From an optimization exercise on the open Yosys and OpenROAD flow, aimed at small area, a short achievable clock period and few clock cycles per item; shortcuts taken in it are not production practice.
Only simulation tests tie the RTL to the original design; equivalence was not proved.
Power and IR drop assume default switching activity.

<file path="design/flow/design.v">
module mem_responder #(
    parameter int DEPTH_WORDS = 64,
    parameter int LATENCY     = 2
) (
    input  logic        clk,
    input  logic        reset,
    input  logic        req_valid,
    output logic        req_ready,
    input  logic        req_write,
    input  logic [1:0]  req_size,
    input  logic [31:0] req_addr,
    input  logic [31:0] req_wdata,
    output logic        resp_valid,
    output logic [31:0] resp_rdata,
    output logic        resp_error
);
    localparam int AW = $clog2(DEPTH_WORDS);
    localparam int NG = (DEPTH_WORDS + 2) / 3;    
    assign req_ready = !reset;
    logic        in_err;
    logic [3:0]  in_lane;    
    logic [31:0] in_wword;
    logic [3:0]  in_sel0;    
    logic [1:0]  in_sel1;    
    logic        in_sel2;    
    logic [3:0]  in_be_n;    
    assign in_err = (req_size == 2'b11)
                  || (req_size == 2'b01 && req_addr[0])
                  || (req_size == 2'b00 && req_addr[1:0] != 2'b00)
                  || (req_addr[31:8] != 24'd0);
    always_comb begin
        in_lane  = 4'b0000;
        in_wword = {4{req_wdata[7:0]}};
        in_sel0  = 4'b0000;
        in_sel1  = 2'b00;
        in_sel2  = 1'b0;
        case (req_size)
            2'b00: begin
                in_lane  = 4'b1111;
                in_wword = req_wdata;
                in_sel0  = 4'b0001;
                in_sel1  = 2'b01;
                in_sel2  = 1'b1;
            end
            2'b01: begin
                in_lane  = req_addr[1] ? 4'b0011 : 4'b1100;
                in_wword = {2{req_wdata[15:0]}};
                in_sel0  = req_addr[1] ? 4'b0001 : 4'b0100;
                in_sel1  = req_addr[1] ? 2'b01 : 2'b10;
            end
            2'b10: begin
                in_lane  = 4'b1000 >> req_addr[1:0];
                in_sel0  = 4'b1000 >> req_addr[1:0];
            end
            default: ;
        endcase
        if (req_write || in_err) begin
            in_sel0 = 4'b0000;
            in_sel1 = 2'b00;
            in_sel2 = 1'b0;
        end
        in_be_n = ~(in_lane & {4{req_valid && !reset && req_write && !in_err}});
    end
    logic                   s_valid;
    logic                   s_err;
    logic [DEPTH_WORDS-1:0] s_word;       
    logic [DEPTH_WORDS-1:0] s_word_n;
    logic [3:0]             s_be_n;
    logic [31:0]            s_wword;
    logic [3:0]             s_sel0;
    logic [1:0]             s_sel1;
    logic                   s_sel2;
    always_ff @(posedge clk) begin
        s_valid <= req_valid && !reset;
        s_err   <= in_err;
        s_word  <= DEPTH_WORDS'(1) << req_addr[AW+1:2];
        s_be_n  <= in_be_n;
        s_wword <= in_wword;
        s_sel0  <= in_sel0;
        s_sel1  <= in_sel1;
        s_sel2  <= in_sel2;
    end
    assign s_word_n = ~s_word;
    logic [31:0] rd_word;
    genvar gi, wi;
    generate
        for (gi = 0; gi < 4; gi++) begin : g_lane
            logic [8*DEPTH_WORDS-1:0] lane_mem;
            logic [DEPTH_WORDS-1:0]   we;
            for (wi = 0; wi < DEPTH_WORDS; wi++) begin : g_word
                mr_nor2 u_we (.a(s_word_n[wi]), .b(s_be_n[gi]), .y(we[wi]));
                always_ff @(posedge clk) begin
                    if (we[wi]) lane_mem[8*wi +: 8] <= s_wword[8*gi +: 8];
                end
            end
            for (genvar bi = 0; bi < 8; bi++) begin : g_bit
                logic [NG-1:0] grp_n;
                for (genvar ki = 0; ki < NG; ki++) begin : g_grp
                    if (3 * ki + 2 < DEPTH_WORDS) begin : g_3
                        mr_aoi222 u_aoi (
                            .a1(s_word[3*ki]),     .a2(lane_mem[8*(3*ki)     + bi]),
                            .b1(s_word[3*ki + 1]), .b2(lane_mem[8*(3*ki + 1) + bi]),
                            .c1(s_word[3*ki + 2]), .c2(lane_mem[8*(3*ki + 2) + bi]),
                            .y(grp_n[ki]));
                    end else if (3 * ki + 1 < DEPTH_WORDS) begin : g_2
                        mr_aoi22 u_aoi (
                            .a1(s_word[3*ki]),     .a2(lane_mem[8*(3*ki)     + bi]),
                            .b1(s_word[3*ki + 1]), .b2(lane_mem[8*(3*ki + 1) + bi]),
                            .y(grp_n[ki]));
                    end else begin : g_1
                        mr_nand2 u_nand (
                            .a(s_word[3*ki]), .b(lane_mem[8*(3*ki) + bi]), .y(grp_n[ki]));
                    end
                end
                assign rd_word[8*gi + bi] = ~&grp_n;
            end
        end
    endgenerate
    logic [31:0] load_data;
    always_comb begin
        load_data[7:0]   = ({8{s_sel0[0]}} & rd_word[7:0])
                         | ({8{s_sel0[1]}} & rd_word[15:8])
                         | ({8{s_sel0[2]}} & rd_word[23:16])
                         | ({8{s_sel0[3]}} & rd_word[31:24]);
        load_data[15:8]  = ({8{s_sel1[0]}} & rd_word[15:8])
                         | ({8{s_sel1[1]}} & rd_word[31:24]);
        load_data[31:16] = {16{s_sel2}} & rd_word[31:16];
    end
    logic        resp_valid_reg;
    logic        resp_error_reg;
    logic [31:0] resp_rdata_reg;
    always_ff @(posedge clk) begin
        resp_valid_reg <= s_valid && !reset;
        resp_error_reg <= s_err;
        resp_rdata_reg <= load_data;
    end
    assign resp_valid = resp_valid_reg;
    assign resp_error = resp_error_reg;
    assign resp_rdata = resp_rdata_reg;
endmodule
module mr_nor2 (
    input  logic a,
    input  logic b,
    output logic y
);
    assign y = ~(a | b);
endmodule
module mr_nand2 (
    input  logic a,
    input  logic b,
    output logic y
);
    assign y = ~(a & b);
endmodule
module mr_aoi22 (
    input  logic a1,
    input  logic a2,
    input  logic b1,
    input  logic b2,
    output logic y
);
    assign y = ~((a1 & a2) | (b1 & b2));
endmodule
module mr_aoi222 (
    input  logic a1,
    input  logic a2,
    input  logic b1,
    input  logic b2,
    input  logic c1,
    input  logic c2,
    output logic y
);
    assign y = ~((a1 & a2) | (b1 & b2) | (c1 & c2));
endmodule
</file>
<file path="design/flow/run.sh">
#!/bin/bash
# synth_recipe.tcl (not shown) runs the flow's synth.tcl, then flattens the netlist and writes it again
# the make line also repeats each setting of config.mk as NAME=value (left out here)
make -C /OpenROAD-flow-scripts/flow DESIGN_CONFIG=/design/flow/config.mk WORK_HOME=/design/flow/orfs CLKGATE_MAP_FILE= SYNTH_SCRIPT=/design/flow/synth_recipe.tcl finish
</file>
<file path="design/flow/config.mk">
export PLATFORM = sky130hd
export DESIGN_NAME = mem_responder
export DESIGN_NICKNAME = mem_responder
export VERILOG_FILES = /design/flow/design.v
export SDC_FILE = /design/flow/constraint.sdc
export NUM_CORES = 4
export LEC_CHECK = 0
export CAP_MARGIN = 20
export CORE_MARGIN = 2
export CORE_UTILIZATION = 40
export CTS_BUF_LIST = sky130_fd_sc_hd__clkbuf_16
export CTS_CLUSTER_DIAMETER = 100
export CTS_CLUSTER_SIZE = 28
export SETUP_SLACK_MARGIN = 3.35
export SLEW_MARGIN = 20
export SYNTH_HIERARCHICAL = 1
</file>
<file path="design/flow/constraint.sdc">
create_clock -name core_clock -period 6.0 [get_ports {clk}]
set_input_delay 1.2000 -clock core_clock [delete_from_list [all_inputs] [get_ports {clk}]]
set_output_delay 1.2000 -clock core_clock [all_outputs]
set_load 0.01 [all_outputs]
</file>
==> results.py, run 1 <==
metrics = {
    "power": {
        "ir_drop_uv": 216,
        "seqPwrFrac_pct": 67.0,
        "p_comb_share_pct": 3.9,
        "p_leak_uw": 0.0249,
        "p_sw_share_pct": 21.2,
        "switchingPower_uw": 5310,
        "clkPwrFrac_pct": 29.1,
        "p_per_area_nw_per_um2": 298,
        "p_int_uw": 19800,
        "p_total_uw": 25100,
    },
    "sta": {
        "skew_ps": 62.3,
        "slew_headroom_pct": 26.8,
        "setup_viol": 0,
        "fin_ws_ps": 2660,
        "worstMarginPinSlew_ps": 1090,
        "setup_tns_ps": 0,
        "final_max_slew_viol_count": 0,
        "rsz0062_at_grt": "yes",
        "max_freq_ghz": 0.299,
        "period_needed_ps": 3340,
        "hold_viol": 0,
        "fin_crit_sh_pct": 55.7,
    },
    "yosys": {
        "synth_area_um2": 75300,
        "ys_top_cells_by_area": "edfxtp_1, a222oi_1, dfxtp_1",
        "synth_most_common_cell": "edfxtp_1",
        "synthFlopType": "edfxtp_1",
        "yosysTopAreaCell": "edfxtp_1",
        "syn_avg_cell_area_um2": 20.3,
        "synth_edf_count": 2048,
        "syn_inst": 3707,
        "synth-seq-cells": 2191,
        "syn_nets": 3777,
        "synthTopCellsByCount": "edfxtp_1, a222oi_1, nor2_1",
        "synth_top_area_share_pct": 81.6,
        "ys_seq_area_share_pct": 85.4,
        "yosys_warnings": 7,
        "ys_types": 33,
        "async_reset_ff_share_pct": 0,
    },
    "detailed_routing": {
        "wl_per_cell_um": 33.7,
        "vias": 41900,
        "viasPerCell": 6.33,
        "firstDrtPassIters": 10,
        "route.detailed.drc": 0,
        "wirelength_mm": 223,
        "drtIter0Drc": 9017,
        "antenna_left": 0,
    },
    "floorplanning": {
        "rows": 159,
        "die_h_um": 438,
        "start_util_pct": 40.2,
        "dieArea_um2": 192000,
        "io_pins": 105,
        "core_area_um2": 187000,
        "die_w_um": 438,
    },
    "clock_network": {
        "clock_latency_ps": 790,
        "tritoncts": "built",
        "cts.reportedPaths.clkPinSlew_ps": 110,
        "root_buffer": "clkbuf_16",
        "cts.sinks": 2191,
        "cts_buffer_depth": 3,
        "h-tree-depth": 3,
        "cts_buffers": 88,
    },
    "worst_setup_path": {
        "crit_buf_inv": 3,
        "path_cells": "buf_12, buf_4, buf_8, a222oi_1, nand4_1, or4_4, o31a_1, a2111o_1",
        "crit_arrival_ps": 4010,
        "crit_type": "flop to flop",
        "slowest_delay_ps": 780,
        "crit_family": "simple AND/OR/NAND/NOR gates",
        "worstSetupEndpointType": "flop",
        "cp_max_fo": 6,
        "cpMaxStageDelayCell": "or4_4",
        "cp_data_required_time_ps": 6670,
        "crit_path_start_kind": "flop",
    },
    "finish": {
        "fin_nets": 4114,
        "drive_above_1_share_pct": 10.1,
        "top_regs": "g_lane.lane_mem: 2048 flops, s_word: 64 flops",
        "area_growth_pct": 11.6,
        "regMostFlops": "g_lane.lane_mem",
        "largest_reg_flops": 2048,
        "nFillCells": 15900,
    },
    "global_routing": {
        "grt_pass1_vias": 39400,
        "grt_first_pass_wirelength_mm": 307,
        "antenna_found_initial": 18,
        "grt_max_degree": 65,
        "track_usage_pct": 22.6,
        "globalRoute.totalOverflow": 0,
    },
    "outcome": {
        "status": "timing/DRC/antenna clean",
    },
    "placement": {
        "port_buffers": 104,
        "dp_worst_setup_slack_ps": 2240,
        "gp_congestion": 0.886,
        "dpl.hpwl_mm": 140,
    },
    "run": {
        "cap_violations": 0,
    },
    "worst_hold_path": {
        "min_path_type": "flop to flop",
    },
}
stage by stage:
step / hold WS, ps / std cells / cell area, um2 / util [%]
after floorplan: 310 / 3707 / 75300 / -
after global placement: 312 / 6393 / 80300 / 42.8
after detailed placement: 316 / 6393 / 80300 / 42.8
after CTS: 347 / 6596 / 83900 / 44.8
after global routing: 358 / 6608 / 84000 / 44.8
final: 345 / 6618 / 84100 / 44.9
power groups by stage:
stage	logic (uW)	clock network [uW]	registers (uW)
after CTS	966	7380	16800
after global placement	890	0	17200
after global routing	1020	7870	16800
after detailed placement	907	0	17200
final	990	7300	16800
after floorplan	172	0	17300
per-module statistics from Yosys, one instance, submodules excluded:
| module | area (um2) | times used | flip-flops and latches |
|---|---|---|---|
| mem_responder | 67500 | 1 | 2191 |
| mr_nor2 | 3.75 | 256 | 0 |
| mr_aoi222 | 10.0 | 672 | 0 |
| mr_nand2 | 3.75 | 32 | 0 |
what timing repair did:
item	CTS	global route
cloned	6	0
resized for setup	285	22
endpoints found under the setup margin	67	28
hold buffers	0	0
buffers inserted	40	10
pin swaps	118	56
cells in the final DEF (no fill, tap or decap), drive strengths merged, types with 32 or more instances in the layout:
| cell | netlist | layout |
|---|---|---|
| nor4 | 32 | 32 |
| clkbuf | 12 | 89 |
| a222oi | 672 | 672 |
| dfxtp | 143 | 143 |
| nand4 | 162 | 162 |
| inv | 76 | 140 |
| buf | 5 | 175 |
| edfxtp | 2048 | 2048 |
| nor2 | 332 | 332 |
| clkdlybuf4s50 | 0 | 68 |
| nand2 | 72 | 72 |
kinds of logic (layout without fill, tap and decap cells):
logic type | count (synthesis) | in the layout | synth area share (%)
AOI/OAI and AO/OA | 744 | 744 | 9.65
buffers and inverters | 93 | 497 | 0.465
DFF | 2191 | 2191 | 85.4
muxes | 16 | 16 | 0.226
other | 0 | 12 | 0
and+or+nand+nor | 663 | 663 | 4.24
layout make-up:
type | count | area, um2 | area share (%)
timing repair buffer | 264 | 2500 | 2.98
tap | 2495 | 3120 | 3.71
antenna | 12 | 30.0 | 0.0357
inverter | 76 | 285 | 0.339
sequential | 2191 | 64600 | 76.8
multi-input combinational | 1423 | 11000 | 13.0
clock buffer | 89 | 2230 | 2.65
clock inverter | 68 | 372 | 0.442
layer usage:
metal	share of wire (%)	up-vias	global-route usage, %
li1	-	17200	-
met1	37	21700	30.9
met2	47	2617	36.5
met3	11	354	3.82
met4	4.6	10	8.62
met5	0.035	-	0
final timing paths:
kind                   from           endpoint  slack, ps  depth (start not counted)
hold reg to reg       s_err     resp_error_reg        340                          0
setup / recovery  s_word[6]  resp_rdata_reg[1]       2660                          8
setup reg to reg  s_word[6]  resp_rdata_reg[1]       2660                          8
hold / removal        s_err     resp_error_reg        340                          0
Testbench counts, summed over its fixed seeds: cycles 9,616, items 9,600.
==> inputs of run 2 (changes only) <==
--- a/design/flow/design.v
+++ b/design/flow/design.v
@@ -112,7 +112,17 @@
                             .a(s_word[3*ki]), .b(lane_mem[8*(3*ki) + bi]), .y(grp_n[ki]));
                     end
                 end
-                assign rd_word[8*gi + bi] = ~&grp_n;
+                logic [5:0] part;
+                logic [1:0] part_n;
+                mr_nand4 u_p0 (.a(grp_n[0]),  .b(grp_n[1]),  .c(grp_n[2]),  .d(grp_n[3]),  .y(part[0]));
+                mr_nand4 u_p1 (.a(grp_n[4]),  .b(grp_n[5]),  .c(grp_n[6]),  .d(grp_n[7]),  .y(part[1]));
+                mr_nand4 u_p2 (.a(grp_n[8]),  .b(grp_n[9]),  .c(grp_n[10]), .d(grp_n[11]), .y(part[2]));
+                mr_nand4 u_p3 (.a(grp_n[12]), .b(grp_n[13]), .c(grp_n[14]), .d(grp_n[15]), .y(part[3]));
+                mr_nand3 u_p4 (.a(grp_n[16]), .b(grp_n[17]), .c(grp_n[18]), .y(part[4]));
+                mr_nand3 u_p5 (.a(grp_n[19]), .b(grp_n[20]), .c(grp_n[21]), .y(part[5]));
+                mr_nor3  u_q0 (.a(part[0]), .b(part[1]), .c(part[2]), .y(part_n[0]));
+                mr_nor3  u_q1 (.a(part[3]), .b(part[4]), .c(part[5]), .y(part_n[1]));
+                mr_nand2 u_r  (.a(part_n[0]), .b(part_n[1]), .y(rd_word[8*gi + bi]));
             end
         end
     endgenerate
@@ -152,6 +162,31 @@
 );
     assign y = ~(a & b);
 endmodule
+module mr_nand3 (
+    input  logic a,
+    input  logic b,
+    input  logic c,
+    output logic y
+);
+    assign y = ~(a & b & c);
+endmodule
+module mr_nand4 (
+    input  logic a,
+    input  logic b,
+    input  logic c,
+    input  logic d,
+    output logic y
+);
+    assign y = ~(a & b & c & d);
+endmodule
+module mr_nor3 (
+    input  logic a,
+    input  logic b,
+    input  logic c,
+    output logic y
+);
+    assign y = ~(a | b | c);
+endmodule
 module mr_aoi22 (
     input  logic a1,
     input  logic a2,
--- a/design/flow/config.mk
+++ b/design/flow/config.mk
@@ -7,7 +7,7 @@
 export LEC_CHECK = 0
 export CAP_MARGIN = 20
 export CORE_MARGIN = 2
-export CORE_UTILIZATION = 40
+export CORE_UTILIZATION = 50
 export CTS_BUF_LIST = sky130_fd_sc_hd__clkbuf_16
 export CTS_CLUSTER_DIAMETER = 100
 export CTS_CLUSTER_SIZE = 28
==> run 2 against run 1 <==
  * Critical endpoint is now resp_rdata_reg[3]
  * Critical path depth down 1
  * Largest power group unchanged
  * Die area down 19%
  * Register-to-register slack better by 600 ps
  * Combinational power down 6.0%
  * Fmax up 22%
  * Worst setup slack better by 600 ps
  * Synthesized area up 0.45%
  * Wire length down 5.7%
  * First-iteration DRC count down 9.7%
  * Critical path type unchanged
  * Synthesized cell count up 1.3%
==> results.py, run 2 <==
metrics = {
    "worst_hold_path": {
        "holdPathEnd": "resp_error_reg",
        "min_path_type": "flop to flop",
        "worstHoldStart": "s_err",
        "whs_path_depth": 0,
    },
    "yosys": {
        "syn_inst": 3755,
        "ys_seq_area_share_pct": 85.0,
        "ys_types": 36,
        "async_reset_ff_share_pct": 0,
        "synth_most_common_cell": "edfxtp_1",
        "synth_top_family_by_area": "compound AO/OA/AOI/OAI gates",
        "yosys_warnings": 7,
        "synthFlopType": "edfxtp_1",
        "synthXorXnorAreaFrac_pct": 0,
        "synth_fa_ha_area_share_pct": 0,
        "synth-seq-cells": 2191,
        "synth_top_area_share_pct": 81.3,
        "synthTopCellsByCount": "edfxtp_1, a222oi_1, nor2_1",
        "synth_edf_count": 2048,
        "syn_avg_cell_area_um2": 20.2,
        "syn_nets": 3825,
        "yosysTopAreaCell": "edfxtp_1",
        "synthSimpleGateAreaFrac_pct": 4.91,
        "ys_top_cells_by_area": "edfxtp_1, a222oi_1, dfxtp_1",
        "synthMuxAreaShare_pct": 0.225,
        "synth_compound_area_share_pct": 9.33,
        "synth_area_um2": 75700,
    },
    "worst_setup_path": {
        "crit_buf_inv": 1,
        "r2r_start": "s_word[1]",
        "cp_max_fo": 20,
        "worstSetupEndpointType": "flop",
        "crit_family": "simple AND/OR/NAND/NOR gates",
        "r2r_end": "resp_rdata_reg[3]",
        "setup.worst_path.start": "s_word[1]",
        "path_cells": "buf_4, a222oi_1, nand4_1, nor3_2, nand2_1, a22oi_1, nand2_1",
        "cp_data_required_time_ps": 6630,
        "reg2reg_depth": 7,
        "cpMaxStageDelayCell": "dfxtp_1",
        "crit_arrival_ps": 3380,
        "reg2reg_slack_ps": 3260,
        "slowest_delay_ps": 630,
        "cpMostUsedCell": "nand2_1",
        "crit_type": "flop to flop",
        "crit_path_start_kind": "flop",
    },
    "finish": {
        "mostFrequentLayoutCell": "edfxtp_1",
        "area_growth_pct": 9.09,
        "top_regs": "g_lane.lane_mem: 2048 flops, s_word: 64 flops",
        "drive_above_1_share_pct": 9.33,
        "fin_nets": 4082,
        "mostFrequentLayoutCells": "edfxtp_1, a222oi_1, nor2_1, nand4_1, inv_1",
        "largest_reg_flops": 2048,
        "regMostFlops": "g_lane.lane_mem",
    },
    "detailed_routing": {
        "wl_per_cell_um": 34.5,
        "viasPerCell": 6.74,
        "top_layer": "met5",
        "antenna_left": 0,
        "wl_met2_mm": 96.2,
        "firstDrtPassIters": 10,
        "wirelength_mm": 210,
        "wl_met3_mm": 24.4,
        "vias": 41000,
        "route.detailed.drc": 0,
        "drtIter0Drc": 8143,
        "wl_met1_mm": 85.0,
    },
    "power": {
        "p_total_uw": 25000,
        "seqPwrFrac_pct": 67.4,
        "p_int_uw": 19800,
        "p_leak_uw": 0.0246,
        "p_per_area_nw_per_um2": 302,
        "ir_drop_uv": 199,
        "switchingPower_uw": 5190,
        "clkPwrFrac_pct": 28.9,
        "p_sw_share_pct": 20.8,
        "p_comb_share_pct": 3.7,
    },
    "floorplanning": {
        "die_h_um": 393,
        "io_pins": 105,
        "core_area_um2": 150000,
        "die_w_um": 393,
        "dieArea_um2": 154000,
        "rows": 142,
        "start_util_pct": 50.4,
    },
    "global_routing": {
        "globalRoute.totalOverflow": 0,
        "grt_pass1_vias": 38700,
        "track_usage_pct": 27.1,
        "antenna_found_initial": 9,
        "grt_first_pass_wirelength_mm": 293,
        "grt_max_degree": 65,
    },
    "sta": {
        "period_needed_ps": 2740,
        "slew_headroom_pct": 27.8,
        "hold_viol": 0,
        "rsz0062_at_grt": "yes",
        "setup_tns_ps": 0,
        "worstMarginPinSlew_ps": 1080,
        "max_freq_ghz": 0.364,
        "fin_crit_sh_pct": 45.7,
        "final_max_slew_viol_count": 0,
        "fin_ws_ps": 3260,
        "skew_ps": 35.3,
        "setup_viol": 0,
        "fin_hold_ws_ps": 348,
    },
    "clock_network": {
        "cts_buffer_depth": 3,
        "h-tree-depth": 3,
        "tritoncts": "built",
        "clock_latency_ps": 740,
        "post_cts_buffers": 0,
        "cts_buffers": 88,
        "root_buffer": "clkbuf_16",
        "cts.sinks": 2191,
        "hold_buffers": 0,
        "cts.reportedPaths.clkPinSlew_ps": 100,
    },
    "placement": {
        "port_buffers": 104,
        "dpl.hpwl_mm": 129,
        "dp_worst_setup_slack_ps": 2340,
        "gp_congestion": 0.895,
    },
    "outcome": {
        "status": "timing/DRC/antenna clean",
    },
    "run": {
        "cap_violations": 0,
    },
}
run 2: worst max-delay path by stage:
stage,end,slack (ps),cells past startpoint
final,resp_rdata_reg[3],3260,7
after global routing,req_ready,3310,3
after CTS,req_ready,3160,3
after detailed placement,s_wword[22],2340,3
after global placement,s_sel1[0],2400,6
after floorplan,req_ready,3530,1
run 2: Yosys stat by module, one instance, submodules excluded:
| module | cells inside | times used | flip-flops and latches |
|---|---|---|---|
| mr_nand3 | 1 | 64 | 0 |
| mr_aoi222 | 1 | 672 | 0 |
| mem_responder | 2507 | 1 | 2191 |
| mr_nand4 | 1 | 128 | 0 |
| mr_nor2 | 1 | 256 | 0 |
| mr_nor3 | 1 | 64 | 0 |
| mr_nand2 | 1 | 64 | 0 |
run 2: power groups by stage:
stage | combinational, uW | clock, uW | sequential (uW)
floorplan | 208 | 0 | 17300
global placement | 892 | 0 | 17200
detailed placement | 911 | 0 | 17200
CTS | 915 | 7310 | 16800
global route | 967 | 7800 | 16800
finish | 931 | 7200 | 16800
run 2: logic make-up after synthesis:
kind of cell | Yosys count
multiplexers | 16
flip-flops | 2191
buffers and inverters | 95
AND/OR/NAND/NOR | 732
AO/OA/AOI/OAI | 721
run 2: timing repair:
action / in CTS / in global routing
pin swaps: 0 / 25
setup endpoints to repair: 58 / 46
gates resized for setup: 145 / 45
run 2: layout make-up:
class                   count  area, um2
diodes                      2       5.00
clock buffers              91       2280
clock inverters            59        254
fillers                 11500      67600
inverters                  75        282
multi-input cells        1469      11100
flip-flops and latches   2191      64600
well taps                2016       2520
repair buffers            187       1590
run 2: through the flow:
step	util [%]	instance area (um2)	std cells
global route	55.0	82600	6088
CTS	55.0	82500	6088
floorplan	-	75700	3755
detailed placement	53.2	79900	5938
finish	55.0	82600	6090
global placement	53.2	79900	5938
run 2: per-layer routing:
metal / GRT usage [%] / vias up
li1: - / 17100
met1: 40.7 / 21400
met2: 41.1 / 2365
met3: 6.04 / 194
met4: 5.42 / 2
met5: 0 / -
Testbench counts of run 2, summed over its fixed seeds: cycles 9,616, items 9,600.
==> inputs of run 3 (changes only) <==
--- a/design/flow/config.mk
+++ b/design/flow/config.mk
@@ -7,7 +7,7 @@
 export LEC_CHECK = 0
 export CAP_MARGIN = 20
 export CORE_MARGIN = 2
-export CORE_UTILIZATION = 50
+export CORE_UTILIZATION = 40
 export CTS_BUF_LIST = sky130_fd_sc_hd__clkbuf_16
 export CTS_CLUSTER_DIAMETER = 100
 export CTS_CLUSTER_SIZE = 28
==> run 3 against run 2 <==
  * Largest cell class unchanged
  * Highest routed layer unchanged
  * Register-to-register slack gained 100 ps
  * Critical endpoint is now req_ready
  * Fmax grew 3.1%
  * Critical path depth shrank 4
==> results.py, run 3 <==
metrics = {
    "yosys": {
        "synth_top_area_share_pct": 81.3,
        "ys_types": 36,
        "yosys_warnings": 7,
        "synth_edf_count": 2048,
        "synthTopCellsByCount": "edfxtp_1, a222oi_1, nor2_1",
        "synthFlopType": "edfxtp_1",
        "ys_seq_area_share_pct": 85.0,
        "synth_area_um2": 75700,
        "yosysTopAreaCell": "edfxtp_1",
        "synth-seq-cells": 2191,
        "ys_top_cells_by_area": "edfxtp_1, a222oi_1, dfxtp_1",
        "syn_nets": 3825,
        "syn_inst": 3755,
        "async_reset_ff_share_pct": 0,
        "synth_most_common_cell": "edfxtp_1",
        "syn_avg_cell_area_um2": 20.2,
    },
    "sta": {
        "hold_viol": 0,
        "rsz0062_at_grt": "yes",
        "slew_headroom_pct": 34.9,
        "setup_viol": 0,
        "max_freq_ghz": 0.376,
        "setup_tns_ps": 0,
        "worstMarginPinSlew_ps": 972,
        "fin_hold_ws_ps": 366,
        "final_max_slew_viol_count": 0,
        "fin_crit_sh_pct": 44.4,
        "skew_ps": 44.7,
        "period_needed_ps": 2660,
    },
    "finish": {
        "seqCellArea_um2": 64500,
        "mostFrequentLayoutCell": "edfxtp_1",
        "largest_reg_flops": 2048,
        "fin_nets": 4099,
        "nFillCells": 16200,
        "multi_input_area_um2": 11100,
        "top_regs": "g_lane.lane_mem: 2048 flops, s_word: 64 flops",
        "diodes": 0,
        "regMostFlops": "g_lane.lane_mem",
        "mostFrequentLayoutCells": "edfxtp_1, a222oi_1, nor2_1, inv_1, nand4_1",
        "drive_above_1_share_pct": 8.47,
        "area_growth_pct": 10.2,
    },
    "detailed_routing": {
        "drtIter0Drc": 6638,
        "firstDrtPassIters": 9,
        "wirelength_mm": 191,
        "viasPerCell": 6.05,
        "antenna_left": 0,
        "route.detailed.drc": 0,
        "wl_per_cell_um": 29.0,
        "vias": 39900,
    },
    "worst_setup_path": {
        "r2r_start": "s_word[36]",
        "setup.worst_path.start": "reset",
        "crit_type": "input pin to primary output",
        "reg2reg_depth": 6,
        "r2r_end": "resp_rdata_reg[15]",
        "worstSetupEndpoint": "req_ready",
        "crit_arrival_ps": 1460,
        "cp_max_fo": 3,
        "reg2reg_slack_ps": 3360,
        "worstSetupEndpointType": "primary output",
        "cp_data_required_time_ps": 4800,
        "crit_path_start_kind": "input pin",
    },
    "clock_network": {
        "root_buffer": "clkbuf_16",
        "h-tree-depth": 3,
        "cts_buffers": 90,
        "tritoncts": "built",
        "cts.sinks": 2191,
        "cts.reportedPaths.clkPinSlew_ps": 100,
        "cts_buffer_depth": 3,
        "clock_latency_ps": 750,
    },
    "floorplanning": {
        "core_area_um2": 188000,
        "rows": 159,
        "dieArea_um2": 193000,
        "start_util_pct": 40.3,
        "io_pins": 105,
        "die_h_um": 439,
        "die_w_um": 439,
    },
    "global_routing": {
        "grt_pass1_vias": 38500,
        "met3_usage_pct": 2.13,
        "top_usage_layer": "met2",
        "grt_max_degree": 65,
        "globalRouteMet1Util_pct": 26.1,
        "use_met2_pct": 32.9,
        "antenna_found_initial": 3,
        "grt_first_pass_wirelength_mm": 274,
        "track_usage_pct": 19.3,
        "globalRoute.totalOverflow": 0,
    },
    "power": {
        "p_per_area_nw_per_um2": 300,
        "p_leak_uw": 0.0248,
        "ir_drop_uv": 213,
    },
    "run": {
        "cap_violations": 0,
    },
    "worst_hold_path": {
        "min_path_type": "flop to flop",
    },
    "placement": {
        "gp_congestion": 0.834,
        "dpl.hpwl_mm": 130,
        "port_buffers": 104,
    },
    "outcome": {
        "status": "timing/DRC/antenna clean",
    },
}
[run 3: changes by cell type in the layout (fill, tap and decap cells not counted), sizes merged]
| cell | change |
|---|---|
| clkinv | +3 |
| diode | -2 |
| buf | +10 |
| clkbuf | -6 |
| clkdlybuf4s15 | +1 |
| dlygate4sd2 | +12 |
| inv | +6 |
[run 3: cells by family (layout without fill, tap and decap cells)]
family | after synthesis | count (layout) | share of synthesized area (%)
simple gates | 732 | 732 | 4.91
flops | 2191 | 2191 | 85.0
mux | 16 | 16 | 0.225
compound gates | 721 | 721 | 9.33
buf+inv | 95 | 438 | 0.483
[run 3: timing repair]
item / CTS / global route
hold buffers: 0 / 0
pin swaps: 8 / 30
endpoints found under the setup margin: 43 / 20
gates resized for setup: 93 / 21
setup buffers: 0 / 0
[run 3: metrics by stage]
| stage | power (uW) | setup WS [ps] | instances | util, % | instance area, um2 |
|---|---|---|---|---|---|
| 6_report | 25000 | 3340 | 6593 | 44.4 | 83400 |
| 5_1_grt | 25800 | 3310 | 6593 | 44.4 | 83400 |
| 4_1_cts | 25200 | 3180 | 6593 | 44.4 | 83300 |
| 3_5_place_dp | 18000 | 2520 | 6432 | 42.9 | 80500 |
| 3_3_place_gp | 18000 | 2510 | 6432 | 42.9 | 80500 |
| 2_1_floorplan | 17500 | 3530 | 3755 | - | 75700 |
[run 3: worst min path at each step]
stage | start | to | slack (ps) | cells past startpoint
2_1_floorplan | s_err | resp_error_reg | 310 | 0
3_3_place_gp | s_err | resp_error_reg | 360 | 0
3_5_place_dp | s_err | resp_error_reg | 360 | 0
4_1_cts | s_err | resp_error_reg | 380 | 0
5_1_grt | s_err | resp_error_reg | 380 | 0
6_report | s_err | resp_error_reg | 370 | 0
[run 3: per-module statistics from Yosys, one instance, submodules excluded]
| module | flops+latches | cells inside | area (um2) | times used |
|---|---|---|---|---|
| mem_responder | 2191 | 2507 | 66000 | 1 |
| mr_nand4 | 0 | 1 | 6.26 | 128 |
| mr_nand2 | 0 | 1 | 3.75 | 64 |
| mr_nor3 | 0 | 1 | 10.0 | 64 |
| mr_nand3 | 0 | 1 | 5.00 | 64 |
| mr_aoi222 | 0 | 1 | 10.0 | 672 |
| mr_nor2 | 0 | 1 | 3.75 | 256 |
[run 3: area by class of cell]
| type | instances | share of cell area (%) |
|---|---|---|
| clock buffer | 93 | 2.79 |
| clock inverter | 68 | 0.450 |
| inverter | 75 | 0.338 |
| multi-input combinational | 1469 | 13.3 |
| sequential | 2191 | 77.3 |
| tap | 2495 | 3.74 |
| timing repair buffer | 202 | 2.11 |
[run 3: layer usage]
metal / routed length, um / vias to the layer above
li1: - / 17100
met1: 75900 / 20800
met2: 95900 / 1704
met3: 12400 / 257
met4: 6690 / 2
met5: 13 / -
[run 3: where the power goes]
| group | leakage, uW | switching (uW) | internal (uW) | total [uW] |
|---|---|---|---|---|
| combinational | 0.00397 | 638 | 190 | 828 |
| sequential | 0.0193 | 62.3 | 16800 | 16800 |
| clock | 0.00153 | 4480 | 2890 | 7370 |
[run 3: worst max-delay path: stages]
cell      delay, ps
clkbuf_2        100
inv_1            30
buf_2           120
==> inputs of run 4 (changes only) <==
==> design/flow/flow/run.sh (new file) <==
#!/bin/bash
# The standard layout (standard.sh, the standard flow's own ORFS run) with three changes:
#   - port buffers are sky130_fd_sc_hd__buf_1 (the resizer upsizes them where timing needs it)
#     instead of the clkdlybuf4s50_1 delay cells buffer_ports picks by default;
#   - clock tree synthesis inserts no dummy loads;
#   - the resizer may change a cell's footprint when it resizes it.
# Every tool's output is in orfs/logs/ (one log per step) and the make output in standard.log.
set -euo pipefail
bash standard.sh \
  "BUFFER_PORTS_ARGS=-buffer_cell sky130_fd_sc_hd__buf_1" \
  "CTS_ARGS=-sink_clustering_enable -repair_clock_nets -sink_clustering_size 28 -sink_clustering_max_diameter 100 -buf_list sky130_fd_sc_hd__clkbuf_16 -dont_use_dummy_load" \
  MATCH_CELL_FOOTPRINT=0 \
  finish > standard.log 2>&1
==> design/flow/standard.sh (new file) <==
#!/bin/bash
# synth_recipe.tcl (not shown) runs the flow's synth.tcl, then flattens the netlist and writes it again
# the make line also repeats each setting of config.mk as NAME=value (left out here)
make -C /OpenROAD-flow-scripts/flow DESIGN_CONFIG=/design/flow/config.mk WORK_HOME=/design/flow/orfs CLKGATE_MAP_FILE= SYNTH_SCRIPT=/design/flow/synth_recipe.tcl "${@:-finish}"
removed: design/flow/run.sh
==> run 4 against run 3 <==
  * Still clean on timing, DRC and antenna
  * Global-route usage about the same
  * Critical path depth did not move
  * Non-clock buffer count rose by 2
  * Worst setup slack improved by 40 ps
  * Cell count fell by 1.0%
  * Critical path type unchanged
  * Largest cell class unchanged
==> results.py, run 4 <==
metrics = {
    "worst_setup_path": {
        "r2r_end": "resp_rdata_reg[1]",
        "cpMostUsedCell": "buf_6",
        "reg2reg_slack_ps": 3400,
        "reg2reg_depth": 7,
        "crit_buf_inv": 3,
        "slowest_delay_ps": 100,
        "cp_data_required_time_ps": 4800,
        "r2r_start": "s_word[15]",
        "crit_path_start_kind": "input pin",
        "worstSetupEndpointType": "primary output",
        "crit_type": "input pin to primary output",
        "path_cells": "buf_6, inv_2, buf_6",
        "path_depth": 3,
        "cpMaxStageDelayCell": "buf_6",
        "crit_arrival_ps": 1420,
        "crit_family": "buffers and inverters",
        "cp_max_fo": 3,
    },
    "placement": {
        "dpl.hpwl_mm": 130,
        "gp_congestion": 0.821,
        "port_buffers": 104,
    },
    "worst_hold_path": {
        "worstHoldStart": "s_valid",
        "whs_path_depth": 1,
        "min_path_type": "flop to flop",
        "holdPathEnd": "resp_valid_reg",
    },
    "floorplanning": {
        "die_w_um": 439,
        "die_h_um": 439,
        "dieArea_um2": 193000,
        "io_pins": 105,
        "start_util_pct": 40.3,
        "rows": 159,
        "core_area_um2": 188000,
    },
    "sta": {
        "hold_viol": 0,
        "skew_ps": 60.6,
        "fin_crit_sh_pct": 43.7,
        "slew_headroom_pct": 35.4,
        "final_max_slew_viol_count": 0,
        "rsz0062_at_grt": "yes",
        "period_needed_ps": 2620,
        "setup_tns_ps": 0,
        "setup_viol": 0,
        "max_freq_ghz": 0.381,
        "worstMarginPinSlew_ps": 968,
        "fin_hold_ws_ps": 434,
    },
    "detailed_routing": {
        "wl_per_cell_um": 29.3,
        "vias": 39900,
        "wl_met3_mm": 11.9,
        "top_layer": "met4",
        "wl_met2_mm": 96.3,
        "route.detailed.drc": 0,
        "firstDrtPassIters": 10,
        "wirelength_mm": 192,
        "antenna_left": 0,
        "drtIter0Drc": 6926,
        "viasPerCell": 6.11,
        "wl_met1_mm": 78.5,
    },
    "yosys": {
        "yosys_warnings": 7,
        "ys_types": 36,
        "syn_nets": 3825,
        "ys_seq_area_share_pct": 85.0,
        "synth_area_um2": 75700,
        "synth-seq-cells": 2191,
        "synthFlopType": "edfxtp_1",
        "synth_edf_count": 2048,
        "synth_top_area_share_pct": 81.3,
        "yosysTopAreaCell": "edfxtp_1",
        "ys_top_cells_by_area": "edfxtp_1, a222oi_1, dfxtp_1",
        "syn_avg_cell_area_um2": 20.2,
        "syn_inst": 3755,
        "synth_most_common_cell": "edfxtp_1",
        "synthTopCellsByCount": "edfxtp_1, a222oi_1, nor2_1",
        "async_reset_ff_share_pct": 0,
    },
    "finish": {
        "area_growth_pct": 8.71,
        "seqCellArea_um2": 64400,
        "nFillCells": 16200,
        "regMostFlops": "g_lane.lane_mem",
        "largest_reg_flops": 2048,
        "fin_nets": 4102,
        "multi_input_area_um2": 11000,
        "top_regs": "g_lane.lane_mem: 2048 flops, s_word: 64 flops",
        "mostFrequentLayoutCell": "edfxtp_1",
        "drive_above_1_share_pct": 8.21,
        "diodes": 0,
        "mostFrequentLayoutCells": "edfxtp_1, a222oi_1, nor2_1, nand4_1, buf_4",
    },
    "power": {
        "p_per_area_nw_per_um2": 299,
        "clkPwrFrac_pct": 28.4,
        "p_int_uw": 19700,
        "p_comb_share_pct": 3.3,
        "ir_drop_uv": 230,
        "p_leak_uw": 0.0240,
        "seqPwrFrac_pct": 68.3,
        "switchingPower_uw": 4960,
        "p_sw_share_pct": 20.1,
    },
    "clock_network": {
        "cts.reportedPaths.clkPinSlew_ps": 40,
        "root_buffer": "clkbuf_16",
        "hold_buffers": 0,
        "cts.sinks": 2191,
        "tritoncts": "built",
        "clock_latency_ps": 750,
        "post_cts_buffers": 0,
        "cts_buffers": 91,
        "h-tree-depth": 3,
        "cts_buffer_depth": 3,
    },
    "global_routing": {
        "grt_max_degree": 65,
        "track_usage_pct": 19.4,
        "antenna_found_initial": 3,
        "globalRoute.totalOverflow": 0,
        "grt_first_pass_wirelength_mm": 276,
        "grt_pass1_vias": 38700,
    },
    "run": {
        "cap_violations": 0,
    },
    "outcome": {
        "status": "timing/DRC/antenna clean",
    },
}
[run 4: logic make-up after synthesis]
family,after synthesis,share of synthesized area [%]
buf+inv,95,0.483
compound gates,721,9.33
mux,16,0.225
flops,2191,85.0
simple gates,732,4.91
[run 4: power groups by stage]
stage	clock, uW	combinational (uW)	sequential [uW]
after detailed placement	0	802	17200
after global placement	0	777	17200
after CTS	7140	804	16800
after floorplan	0	208	17300
final	6990	809	16800
after global routing	7640	859	16800
[run 4: metal layers]
metal	GRT usage, %	vias to the layer above
met5	0	-
met4	4.66	0
met3	2.06	217
met2	33.1	1714
met1	26.7	20900
li1	-	17100
[run 4: how the worst max path moves through the flow]
stage                             end  slack (ps)              start
finish                      req_ready        3380              reset
global route        resp_rdata_reg[0]        3330         s_word[39]
CTS                     resp_rdata[7]        3320  resp_rdata_reg[7]
global placement            s_sel1[0]        2850        req_size[1]
detailed placement          s_sel1[0]        2790        req_size[1]
floorplan                   req_ready        3530              reset
[run 4: repair_timing]
action | CTS | global route
endpoints found under the hold margin | 0 | 0
setup endpoints to repair | 23 | 15
cloned | 0 | 0
pin swaps | 7 | 15
resized for setup | 23 | 10
[run 4: final cells by class]
class / instances / share of cell area, %
Inverter: 75 / 0.342
Tap cell: 2495 / 3.79
Sequential cell: 2191 / 78.3
Timing Repair Buffer: 204 / 1.42
Multi-Input combinational cell: 1469 / 13.4
Clock buffer: 91 / 2.77
[run 4: modules after synthesis (local to each module, per instance)]
module	cells inside	flops+latches	copies in the design
mr_nor2	1	0	256
mr_nor3	1	0	64
mr_nand2	1	0	64
mr_aoi222	1	0	672
mr_nand4	1	0	128
mr_nand3	1	0	64
mem_responder	2507	2191	1
[run 4: stage by stage]
| stage | cells | power (uW) | area [um2] | util, % | setup WS, ps |
|---|---|---|---|---|---|
| 6_report | 6525 | 24600 | 82300 | 43.8 | 3380 |
| 5_1_grt | 6525 | 25300 | 82300 | 43.8 | 3330 |
| 2_1_floorplan | 3755 | 17500 | 75700 | - | 3530 |
| 3_3_place_gp | 6434 | 18000 | 79900 | 42.5 | 2850 |
| 3_5_place_dp | 6434 | 18000 | 79900 | 42.5 | 2790 |
| 4_1_cts | 6525 | 24800 | 82200 | 43.8 | 3320 |
==> inputs of run 5 (changes only) <==
--- a/design/flow/config.mk
+++ b/design/flow/config.mk
@@ -11,6 +11,6 @@
 export CTS_BUF_LIST = sky130_fd_sc_hd__clkbuf_16
 export CTS_CLUSTER_DIAMETER = 100
 export CTS_CLUSTER_SIZE = 28
-export SETUP_SLACK_MARGIN = 3.35
+export SETUP_SLACK_MARGIN = 3.5
 export SLEW_MARGIN = 20
 export SYNTH_HIERARCHICAL = 1
==> run 5 against run 4 <==
  * Synthesized cell count did not move
  * Clock-buffer cell count stayed put
  * Utilization rose by 0.26 points
  * Worst setup slack gained 2.2 ps
  * Global-route usage barely moved
  * Power hardly changed
  * Combinational power rose by 2%
  * Via count about the same
  * Cell count grew 0.12%
  * Clock power is essentially flat
  * Die area is the same
  * Register-to-register slack improved by 90 ps
  * Largest cell class unchanged
  * Largest power group unchanged
  * Highest routed layer unchanged
==> results.py, run 5 <==
metrics = {
    "worst_setup_path": {
        "crit_arrival_ps": 1420,
        "r2r_start": "s_word[39]",
        "r2r_end": "resp_rdata_reg[4]",
        "cp_data_required_time_ps": 4800,
        "path_cells": "buf_6, inv_2, buf_6",
        "setup.worst_path.start": "reset",
        "reg2reg_slack_ps": 3490,
        "cpMaxStageDelayCell": "buf_6",
        "worstSetupEndpoint": "req_ready",
        "slowest_delay_ps": 90,
        "crit_type": "input pin to primary output",
        "crit_path_start_kind": "input pin",
        "cp_max_fo": 2,
        "reg2reg_depth": 8,
        "worstSetupEndpointType": "primary output",
        "cpMostUsedCell": "buf_6",
    },
    "floorplanning": {
        "die_w_um": 439,
        "core_area_um2": 188000,
        "io_pins": 105,
        "start_util_pct": 40.3,
        "dieArea_um2": 193000,
        "die_h_um": 439,
        "rows": 159,
    },
    "finish": {
        "mostFrequentLayoutCells": "edfxtp_1, a222oi_1, nor2_1, nand4_1, buf_4",
        "fin_nets": 4110,
        "nFillCells": 16200,
        "top_regs": "g_lane.lane_mem: 2048 flops, s_word: 64 flops",
        "diodes": 0,
        "regMostFlops": "g_lane.lane_mem",
        "largest_reg_flops": 2048,
        "drive_above_1_share_pct": 9.68,
        "area_growth_pct": 9.34,
        "mostFrequentLayoutCell": "edfxtp_1",
        "final_core_util_pct": 44.1,
    },
    "clock_network": {
        "cts.reportedPaths.clkPinSlew_ps": 40,
        "cts_buffers": 91,
        "root_buffer": "clkbuf_16",
        "h-tree-depth": 3,
        "cts_buffer_depth": 3,
        "clock_latency_ps": 750,
        "hold_buffers": 0,
        "tritoncts": "built",
        "cts.sinks": 2191,
    },
    "yosys": {
        "async_reset_ff_share_pct": 0,
        "ys_seq_area_share_pct": 85.0,
        "syn_nets": 3825,
        "syn_inst": 3755,
        "synth_edf_count": 2048,
        "yosysTopAreaCell": "edfxtp_1",
        "syn_avg_cell_area_um2": 20.2,
        "synthFlopType": "edfxtp_1",
        "synth_top_area_share_pct": 81.3,
        "ys_types": 36,
        "ys_top_cells_by_area": "edfxtp_1, a222oi_1, dfxtp_1",
        "synth-seq-cells": 2191,
        "yosys_warnings": 7,
        "synthTopCellsByCount": "edfxtp_1, a222oi_1, nor2_1",
        "synth_most_common_cell": "edfxtp_1",
        "synth_area_um2": 75700,
    },
    "global_routing": {
        "grt_max_degree": 65,
        "track_usage_pct": 19.4,
        "grt_pass1_vias": 38700,
        "grt_first_pass_wirelength_mm": 276,
        "antenna_found_initial": 3,
        "globalRoute.totalOverflow": 0,
    },
    "sta": {
        "max_freq_ghz": 0.382,
        "fin_ws_ps": 3380,
        "worstMarginPinSlew_ps": 964,
        "fin_crit_sh_pct": 43.7,
        "rsz0062_at_grt": "yes",
        "fin_hold_ws_ps": 439,
        "setup_tns_ps": 0,
        "hold_viol": 0,
        "slew_headroom_pct": 35.7,
        "final_max_slew_viol_count": 0,
        "period_needed_ps": 2620,
        "setup_viol": 0,
        "skew_ps": 63.8,
    },
    "detailed_routing": {
        "wl_per_cell_um": 29.4,
        "route.detailed.drc": 0,
        "vias": 39900,
        "wirelength_mm": 192,
        "firstDrtPassIters": 9,
        "drtIter0Drc": 6754,
        "antenna_left": 0,
        "viasPerCell": 6.11,
    },
    "power": {
        "ir_drop_uv": 232,
        "p_leak_uw": 0.0242,
        "p_total_uw": 24600,
        "p_per_area_nw_per_um2": 298,
    },
    "outcome": {
        "status": "timing/DRC/antenna clean",
    },
    "placement": {
        "dpl.hpwl_mm": 130,
        "port_buffers": 104,
        "dp_worst_setup_slack_ps": 2790,
        "gp_congestion": 0.821,
    },
    "run": {
        "cap_violations": 0,
    },
    "worst_hold_path": {
        "min_path_type": "flop to flop",
    },
}
[run 5: cell counts after synthesis]
No cell type changed its count.
[run 5: critical path, delay by kind of cell]
| kind | cells | cell delay, ps |
|---|---|---|
| buf+inv | 3 | 220 |
[run 5: cells by family after synthesis]
| family | Yosys count | synth area share (%) |
|---|---|---|
| simple gates | 732 | 4.91 |
| flops | 2191 | 85.0 |
| compound gates | 721 | 9.33 |
| mux | 16 | 0.225 |
| buf+inv | 95 | 0.483 |
[run 5: layer usage]
metal	vias up	part of all wire [%]	GRT usage [%]
li1	17100	-	-
met1	20800	41	26.7
met2	1778	50	33.2
met3	214	6.5	2.06
met4	0	2.5	4.67
met5	-	0	0
[run 5: how the worst min path moves through the flow]
| stage | from | slack [ps] | end | cells after the start |
|---|---|---|---|---|
| floorplan | s_err | 310 | resp_error_reg | 0 |
| global placement | s_err | 370 | resp_error_reg | 0 |
| detailed placement | s_err | 380 | resp_error_reg | 0 |
| CTS | s_valid | 440 | resp_valid_reg | 1 |
| global route | s_valid | 470 | resp_valid_reg | 1 |
| finish | s_valid | 440 | resp_valid_reg | 1 |
[run 5: report_power, final]
part	switching [uW]	leakage, uW	total [uW]	internal, uW
logic	658	0.00383	825	168
clock network	4270	0.00112	6990	2730
registers	42.0	0.0193	16800	16800
total	4960	0.0242	24600	19700
[run 5: modules after synthesis (local to each module, per instance), excerpt]
module         cell area [um2]  copies in the design  flip-flops and latches  cells inside
mem_responder            66000                     1                    2191          2507
mr_nor2                   3.75                   256                       0             1
mr_nor3                   10.0                    64                       0             1
mr_aoi222                 10.0                   672                       0             1
mr_nand3                  5.00                    64                       0             1
mr_nand2                  3.75                    64                       0             1
[run 5: repair_timing]
| action | in CTS | in global routing |
|---|---|---|
| setup buffers | 1 | 6 |
| endpoints found under the setup margin | 53 | 31 |
| resized for setup | 152 | 39 |
| pin swaps | 34 | 55 |
| gates cloned | 0 | 1 |
[run 5: final cells by class]
| cell class | instances | area, um2 | share of cell area, % |
|---|---|---|---|
| timing repair buffer | 212 | 1480 | 1.78 |
| sequential | 2191 | 64500 | 78.0 |
| inverter | 75 | 282 | 0.340 |
| tap | 2495 | 3120 | 3.77 |
| clock buffer | 91 | 2280 | 2.75 |
| multi-input combinational | 1469 | 11100 | 13.4 |
[run 5: metrics by stage]
stage          area (um2)  std cells
2_1_floorplan       75700       3755
3_3_place_gp        79900       6434
3_5_place_dp        79900       6434
4_1_cts             82500       6526
5_1_grt             82700       6533
6_report            82700       6533
==> inputs of run 6 (changes only) <==
--- a/design/flow/config.mk
+++ b/design/flow/config.mk
@@ -7,7 +7,7 @@
 export LEC_CHECK = 0
 export CAP_MARGIN = 20
 export CORE_MARGIN = 2
-export CORE_UTILIZATION = 40
+export CORE_UTILIZATION = 35
 export CTS_BUF_LIST = sky130_fd_sc_hd__clkbuf_16
 export CTS_CLUSTER_DIAMETER = 100
 export CTS_CLUSTER_SIZE = 28
==> run 6 against run 5 <==
  * Still clean
  * Critical path depth unchanged
  * Via count decreased by 0.12%
  * Clock skew decreased by 14 ps
  * Combinational power increased by 4.1%
  * Utilization decreased by 5.4 points
  * Wire length increased by 0.16%
  * Die area increased by 14%
  * Synthesized cell count unchanged
  * Hold slack got worse by 73 ps
  * Final area increased by 0.39%
  * Sequential share of layout area decreased by 0.31 points
  * Critical endpoint unchanged
  * Largest cell class unchanged
  * Largest power group unchanged
  * Highest routed layer unchanged
==> results.py, run 6 <==
metrics = {
    "outcome": {
        "status": "timing/DRC/antenna clean",
    },
    "yosys": {
        "ys_seq_area_share_pct": 85.0,
        "ys_top_cells_by_area": "edfxtp_1, a222oi_1, dfxtp_1",
        "syn_inst": 3755,
        "synth_most_common_cell": "edfxtp_1",
        "synthTopCellsByCount": "edfxtp_1, a222oi_1, nor2_1",
        "synth-seq-cells": 2191,
        "syn_nets": 3825,
        "synth_top_area_share_pct": 81.3,
        "syn_avg_cell_area_um2": 20.2,
        "synth_area_um2": 75700,
        "synthFlopType": "edfxtp_1",
        "async_reset_ff_share_pct": 0,
        "ys_types": 36,
        "synth_edf_count": 2048,
        "yosys_warnings": 7,
        "yosysTopAreaCell": "edfxtp_1",
    },
    "worst_setup_path": {
        "crit_arrival_ps": 1420,
        "crit_type": "input pin to primary output",
        "cpMaxStageDelayCell": "buf_6",
        "worstSetupEndpointType": "primary output",
        "cpMostUsedCell": "buf_6",
        "slowest_delay_ps": 90,
        "cp_data_required_time_ps": 4800,
        "path_cells": "buf_6, inv_2, buf_6",
        "crit_path_start_kind": "input pin",
        "cp_max_fo": 2,
    },
    "placement": {
        "dpl.hpwl_mm": 127,
        "dp_worst_setup_slack_ps": 2660,
        "place_area_um2": 80300,
        "port_buffers": 104,
        "gp_congestion": 0.853,
    },
    "detailed_routing": {
        "firstDrtPassIters": 9,
        "route.detailed.drc": 0,
        "wirelength_mm": 192,
        "antenna_left": 0,
        "wl_per_cell_um": 28.0,
        "viasPerCell": 5.80,
        "drtIter0Drc": 7084,
        "vias": 39800,
    },
    "clock_network": {
        "root_buffer": "clkbuf_16",
        "cts_buffer_depth": 3,
        "tritoncts": "built",
        "cts.sinks": 2191,
        "cts.reportedPaths.clkPinSlew_ps": 100,
        "clock_latency_ps": 750,
        "cts_buffers": 88,
        "h-tree-depth": 3,
    },
    "power": {
        "p_per_area_nw_per_um2": 296,
        "p_leak_uw": 0.0242,
        "ir_drop_uv": 224,
    },
    "floorplanning": {
        "dieArea_um2": 220000,
        "die_w_um": 469,
        "rows": 170,
        "io_pins": 105,
        "start_util_pct": 35.2,
        "core_area_um2": 215000,
        "die_h_um": 469,
    },
    "sta": {
        "setup_viol": 0,
        "max_freq_ghz": 0.381,
        "rsz0062_at_grt": "yes",
        "fin_ws_ps": 3380,
        "worstMarginPinSlew_ps": 1120,
        "setup_tns_ps": 0,
        "slew_headroom_pct": 25.4,
        "fin_crit_sh_pct": 43.7,
        "hold_viol": 0,
        "skew_ps": 50.3,
        "period_needed_ps": 2620,
        "final_max_slew_viol_count": 0,
    },
    "finish": {
        "largest_reg_flops": 2048,
        "stdcell_area_um2": 83100,
        "mostFrequentLayoutCell": "edfxtp_1",
        "top_regs": "g_lane.lane_mem: 2048 flops, s_word: 64 flops",
        "drive_above_1_share_pct": 9.46,
        "area_growth_pct": 9.77,
        "mostFrequentLayoutCells": "edfxtp_1, a222oi_1, nor2_1, nand4_1, buf_4",
        "regMostFlops": "g_lane.lane_mem",
        "fin_nets": 4098,
    },
    "run": {
        "cap_violations": 0,
    },
    "global_routing": {
        "grt_pass1_vias": 38600,
        "track_usage_pct": 17.0,
        "grt_first_pass_wirelength_mm": 274,
        "antenna_found_initial": 4,
        "globalRoute.totalOverflow": 0,
        "grt_max_degree": 65,
    },
    "worst_hold_path": {
        "min_path_type": "flop to flop",
    },
}
run 6: cell counts after synthesis:
No cell type changed its count.
run 6: power breakdown:
part / internal (uW) / leakage [uW] / switching [uW] / total, uW
combinational: 171 / 0.00380 / 688 / 859
sequential: 16800 / 0.0193 / 31.5 / 16800
clock: 2650 / 0.00108 / 4250 / 6890
run 6: cell families after synthesis:
kind of cell,after synthesis,synth area share (%)
AO/OA/AOI/OAI,721,9.33
buffers and inverters,95,0.483
flip-flops,2191,85.0
multiplexers,16,0.225
AND/OR/NAND/NOR,732,4.91
run 6: routing by layer:
layer	global-route usage, %	wire length [um]	vias up
met1	23.5	78100	20700
met4	5.30	6350	0
li1	-	-	17100
met2	27.8	92700	1842
met5	0	0	-
met3	2.46	15100	229
run 6: modules after synthesis (local to each module, per instance):
module         cells  cell area, um2  flip-flops and latches  times used
mr_nor2            1            3.75                       0         256
mr_nand4           1            6.26                       0         128
mr_aoi222          1            10.0                       0         672
mr_nor3            1            10.0                       0          64
mr_nand2           1            3.75                       0          64
mem_responder   2507           66000                    2191           1
mr_nand3           1            5.00                       0          64
run 6: worst max-delay path: cells and delay by family:
kind	cells	cell delay (ps)
buffers and inverters	3	220
run 6: final cells by class:
class                      instances  area, um2
clock buffer                      88       2200
fill                           19400     132000
tap                             2838       3550
inverter                          75        282
multi-input combinational       1469      11100
timing repair buffer             203       1370
antenna                            8       20.0
sequential                      2191      64500
run 6: metrics by stage:
stage,total power (uW),util [%],hold WS (ps),std cells
global route,25200,38.7,383,6870
detailed placement,18000,37.4,339,6775
finish,24600,38.7,366,6872
floorplan,17500,-,310,3755
global placement,18000,37.4,334,6775
CTS,24700,38.6,364,6864
run 6: final timing paths:
kind                    from                 to  slack, ps  depth (start not counted)
setup reg to reg  s_word[23]  resp_rdata_reg[4]       3450                          7
hold reg to reg        s_err     resp_error_reg        370                          0
setup / recovery       reset          req_ready       3380                          3
hold / removal         s_err     resp_error_reg        370                          0
run 6: timing repair:
item,CTS,global route
pin swaps,26,60
hold buffers,0,0
buffers inserted,1,0
setup endpoints to repair,66,30
resized for setup,158,40
endpoints found under the hold margin,0,0
==> inputs of run 7 (changes only) <==
--- a/design/flow/design.v
+++ b/design/flow/design.v
@@ -113,16 +113,17 @@
                     end
                 end
                 logic [5:0] part;
-                logic [1:0] part_n;
+                logic [2:0] part_n;
                 mr_nand4 u_p0 (.a(grp_n[0]),  .b(grp_n[1]),  .c(grp_n[2]),  .d(grp_n[3]),  .y(part[0]));
                 mr_nand4 u_p1 (.a(grp_n[4]),  .b(grp_n[5]),  .c(grp_n[6]),  .d(grp_n[7]),  .y(part[1]));
                 mr_nand4 u_p2 (.a(grp_n[8]),  .b(grp_n[9]),  .c(grp_n[10]), .d(grp_n[11]), .y(part[2]));
                 mr_nand4 u_p3 (.a(grp_n[12]), .b(grp_n[13]), .c(grp_n[14]), .d(grp_n[15]), .y(part[3]));
                 mr_nand3 u_p4 (.a(grp_n[16]), .b(grp_n[17]), .c(grp_n[18]), .y(part[4]));
                 mr_nand3 u_p5 (.a(grp_n[19]), .b(grp_n[20]), .c(grp_n[21]), .y(part[5]));
-                mr_nor3  u_q0 (.a(part[0]), .b(part[1]), .c(part[2]), .y(part_n[0]));
-                mr_nor3  u_q1 (.a(part[3]), .b(part[4]), .c(part[5]), .y(part_n[1]));
-                mr_nand2 u_r  (.a(part_n[0]), .b(part_n[1]), .y(rd_word[8*gi + bi]));
+                mr_nor2  u_q0 (.a(part[0]), .b(part[1]), .y(part_n[0]));
+                mr_nor2  u_q1 (.a(part[2]), .b(part[3]), .y(part_n[1]));
+                mr_nor2  u_q2 (.a(part[4]), .b(part[5]), .y(part_n[2]));
+                mr_nand3 u_r  (.a(part_n[0]), .b(part_n[1]), .c(part_n[2]), .y(rd_word[8*gi + bi]));
             end
         end
     endgenerate
@@ -179,14 +180,6 @@
 );
     assign y = ~(a & b & c & d);
 endmodule
-module mr_nor3 (
-    input  logic a,
-    input  logic b,
-    input  logic c,
-    output logic y
-);
-    assign y = ~(a | b | c);
-endmodule
 module mr_aoi22 (
     input  logic a1,
     input  logic a2,
--- a/design/flow/config.mk
+++ b/design/flow/config.mk
@@ -7,10 +7,10 @@
 export LEC_CHECK = 0
 export CAP_MARGIN = 20
 export CORE_MARGIN = 2
-export CORE_UTILIZATION = 35
+export CORE_UTILIZATION = 40
 export CTS_BUF_LIST = sky130_fd_sc_hd__clkbuf_16
 export CTS_CLUSTER_DIAMETER = 100
 export CTS_CLUSTER_SIZE = 28
-export SETUP_SLACK_MARGIN = 3.5
+export SETUP_SLACK_MARGIN = 3.35
 export SLEW_MARGIN = 20
 export SYNTH_HIERARCHICAL = 1
==> run 7 against run 6 <==
  * Clock-buffer cell count unchanged
  * Still clean on timing, DRC and antenna
  * Hold slack worse by 14 ps
  * Synthesized area down 0.32%
  * Power up 0.38%
  * Register-to-register slack worse by 140 ps
  * Worst setup slack worse by 66 ps
==> results.py, run 7 <==
metrics = {
    "outcome": {
        "status": "timing/DRC/antenna clean",
    },
    "run": {
        "cap_violations": 0,
    },
    "detailed_routing": {
        "route.detailed.drc": 0,
        "viasPerCell": 6.29,
        "vias": 41100,
        "drtIter0Drc": 8273,
        "wl_per_cell_um": 31.9,
        "wirelength_mm": 209,
        "firstDrtPassIters": 7,
        "antenna_left": 0,
    },
    "worst_setup_path": {
        "crit_arrival_ps": 3350,
        "crit_type": "flop to flop",
        "reg2reg_depth": 7,
        "cp_data_required_time_ps": 6660,
        "worstSetupEndpointType": "flop",
        "crit_path_start_kind": "flop",
        "cp_max_fo": 33,
    },
    "finish": {
        "nFillCells": 16000,
        "largest_reg_flops": 2048,
        "drive_above_1_share_pct": 7.24,
        "area_growth_pct": 8.66,
        "regMostFlops": "g_lane.lane_mem",
        "fin_nets": 4118,
        "seqCellArea_um2": 64500,
        "top_regs": "g_lane.lane_mem: 2048 flops, s_word: 64 flops",
        "multi_input_area_um2": 10800,
        "mostFrequentLayoutCells": "edfxtp_1, a222oi_1, nor2_1, nand4_1, nand3_1",
        "mostFrequentLayoutCell": "edfxtp_1",
        "final_core_util_pct": 43.7,
    },
    "clock_network": {
        "cts_buffer_depth": 3,
        "cts.sinks": 2191,
        "root_buffer": "clkbuf_16",
        "clock_latency_ps": 770,
        "tritoncts": "built",
        "h-tree-depth": 3,
        "cts.reportedPaths.clkPinSlew_ps": 100,
        "cts_buffers": 88,
        "post_cts_buffers": 0,
    },
    "global_routing": {
        "grt_max_degree": 65,
        "grt_pass1_vias": 38900,
        "antenna_found_initial": 12,
        "track_usage_pct": 21.1,
        "globalRoute.totalOverflow": 0,
        "grt_first_pass_wirelength_mm": 290,
    },
    "sta": {
        "setup_tns_ps": 0,
        "fin_crit_sh_pct": 44.8,
        "skew_ps": 113,
        "max_freq_ghz": 0.372,
        "worstMarginPinSlew_ps": 1060,
        "rsz0062_at_grt": "yes",
        "period_needed_ps": 2690,
        "final_max_slew_viol_count": 0,
        "slew_headroom_pct": 29.3,
        "hold_viol": 0,
        "setup_viol": 0,
    },
    "power": {
        "p_comb_share_pct": 3.7,
        "switchingPower_uw": 5070,
        "clkPwrFrac_pct": 28.1,
        "p_leak_uw": 0.0238,
        "p_sw_share_pct": 20.6,
        "seqPwrFrac_pct": 68.2,
        "p_int_uw": 19600,
        "ir_drop_uv": 228,
        "p_per_area_nw_per_um2": 301,
    },
    "yosys": {
        "syn_avg_cell_area_um2": 19.9,
        "synthTopCellsByCount": "edfxtp_1, a222oi_1, nor2_1",
        "async_reset_ff_share_pct": 0,
        "synth_most_common_cell": "edfxtp_1",
        "ys_seq_area_share_pct": 85.3,
        "syn_nets": 3857,
        "syn_inst": 3787,
        "yosys_warnings": 7,
        "synth_area_um2": 75400,
        "synth_top_area_share_pct": 81.5,
        "ys_types": 35,
        "synthFlopType": "edfxtp_1",
        "ys_top_cells_by_area": "edfxtp_1, a222oi_1, dfxtp_1",
        "synth_edf_count": 2048,
        "yosysTopAreaCell": "edfxtp_1",
        "synth-seq-cells": 2191,
    },
    "floorplanning": {
        "dieArea_um2": 192000,
        "rows": 159,
        "die_w_um": 438,
        "die_h_um": 438,
        "core_area_um2": 188000,
        "start_util_pct": 40.2,
        "io_pins": 105,
    },
    "placement": {
        "dpl.hpwl_mm": 129,
        "gp_congestion": 0.850,
        "port_buffers": 104,
    },
    "worst_hold_path": {
        "whs_path_depth": 0,
        "min_path_type": "flop to flop",
    },
}
run 7: through the flow:
| stage | cells | setup slack [ps] | power [uW] | instance area [um2] | hold WS, ps |
|---|---|---|---|---|---|
| after floorplan | 3787 | 3530 | 17500 | 75400 | 310 |
| after global placement | 6453 | 2690 | 18000 | 79600 | 319 |
| after detailed placement | 6453 | 2680 | 18100 | 79600 | 328 |
| after CTS | 6541 | 3290 | 24700 | 81900 | 352 |
| after global routing | 6543 | 3310 | 25300 | 82000 | 354 |
| final | 6546 | 3310 | 24700 | 82000 | 352 |
run 7: layout make-up:
| cell class | instances | share of cell area (%) |
|---|---|---|
| timing repair buffer | 191 | 1.29 |
| multi-input combinational | 1501 | 13.2 |
| clock buffer | 88 | 2.69 |
| inverter | 75 | 0.343 |
| tap | 2495 | 3.81 |
| sequential | 2191 | 78.6 |
| antenna | 5 | 0.0153 |
run 7: logic make-up (layout without fill, tap and decap cells):
kind of cell / after synthesis / after routing / share of synthesized area, %
other cells: 0 / 5 / 0
compound gates: 721 / 721 / 9.36
mux: 16 / 16 / 0.226
buf+inv: 95 / 354 / 0.484
flops: 2191 / 2191 / 85.3
simple gates: 764 / 764 / 4.61
run 7: power by group through the flow:
stage	Combinational (uW)	Sequential, uW	Clock (uW)
5_1_grt	931	16800	7500
4_1_cts	890	16800	7020
2_1_floorplan	183	17300	0
6_report	901	16800	6930
3_3_place_gp	858	17200	0
3_5_place_dp	881	17200	0
run 7: what timing repair did:
action | 4_1_cts | 5_1_grt
pin swaps | 2 | 8
resized for setup | 43 | 21
hold buffers | 0 | 0
setup endpoints to repair | 43 | 15
run 7: path summary, 6_finish.rpt:
kind	startpoint	to	slack (ps)
max reg2reg	s_word[6]	resp_rdata_reg[7]	3310
min reg2reg	s_err	resp_error_reg	350
min	s_err	resp_error_reg	350
max	s_word[6]	resp_rdata_reg[7]	3310
run 7: modules after synthesis (local to each module, per instance):
| module | flops+latches | cell area, um2 | copies in the design | cells |
|---|---|---|---|---|
| mr_nand4 | 0 | 6.26 | 128 | 1 |
| mr_aoi222 | 0 | 10.0 | 672 | 1 |
| mem_responder | 2191 | 66000 | 1 | 2507 |
| mr_nand3 | 0 | 5.00 | 96 | 1 |
| mr_nand2 | 0 | 3.75 | 32 | 1 |
| mr_nor2 | 0 | 3.75 | 352 | 1 |
run 7: per-layer routing:
metal	wire length, um	vias to the layer above	share of wire (%)	global-route usage (%)
met4	6660	0	3.2	6.81
met2	102000	2216	49	35.0
met1	82100	21600	39	29.4
li1	-	17100	-	-
met5	0	-	0	0
met3	18000	225	8.6	2.29
run 7: worst max-delay path, cell delays in order, from the launching register on:
cell      delay [ps]
dfxtp_1          320
buf_4            270
a222oi_1         610
nand4_1          340
nor2_1           500
nand3_1          240
a22oi_1          210
nand2_1           70
Testbench counts of run 7, summed over its fixed seeds: cycles 9,616, items 9,600.

-- port drivers added, routing unchanged --
Ports are ideal in the flow. The routed layouts listed here were re-timed in OpenROAD.
Step 1 sets driving cells, clkbuf_16 on the clock port and buf_2 on the other inputs (assumed; they add their load-dependent delay and slew).
Step 2 adds t to the input delays and takes it off the output delays; t is the mean of the earliest and latest rising clock arrival at the registers after step 1. Input paths then give back, and output paths get back, about the clock's delay inside the block.
Slacks: ideal ports / drivers / drivers and shift; pairs: ideal ports / drivers.
run	t, ns	setup slack, ns	worst setup path at the end	slew at the worst register clock pin (ns)
run 1	0.847	2.660 / 2.660 / 2.660	register to register	0.12 / 0.12
run 2	0.800	3.256 / 3.256 / 2.761	input to register	0.11 / 0.11
run 3	0.806	3.337 / 3.311 / 2.672	input to register	0.11 / 0.11
run 4	0.797	3.377 / 3.329 / 2.783	input to register	0.11 / 0.11
run 5	0.795	3.379 / 3.347 / 2.986	input to register	0.11 / 0.11
run 6	0.816	3.378 / 3.342 / 2.883	input to register	0.11 / 0.11
run 7	0.803	3.312 / 3.309 / 2.765	input to register	0.11 / 0.11
After both steps setup and hold are still met in every run listed. The setup slack of run 3, which loses most, moves by -0.026 ns with the drivers and by -0.665 ns with both steps.
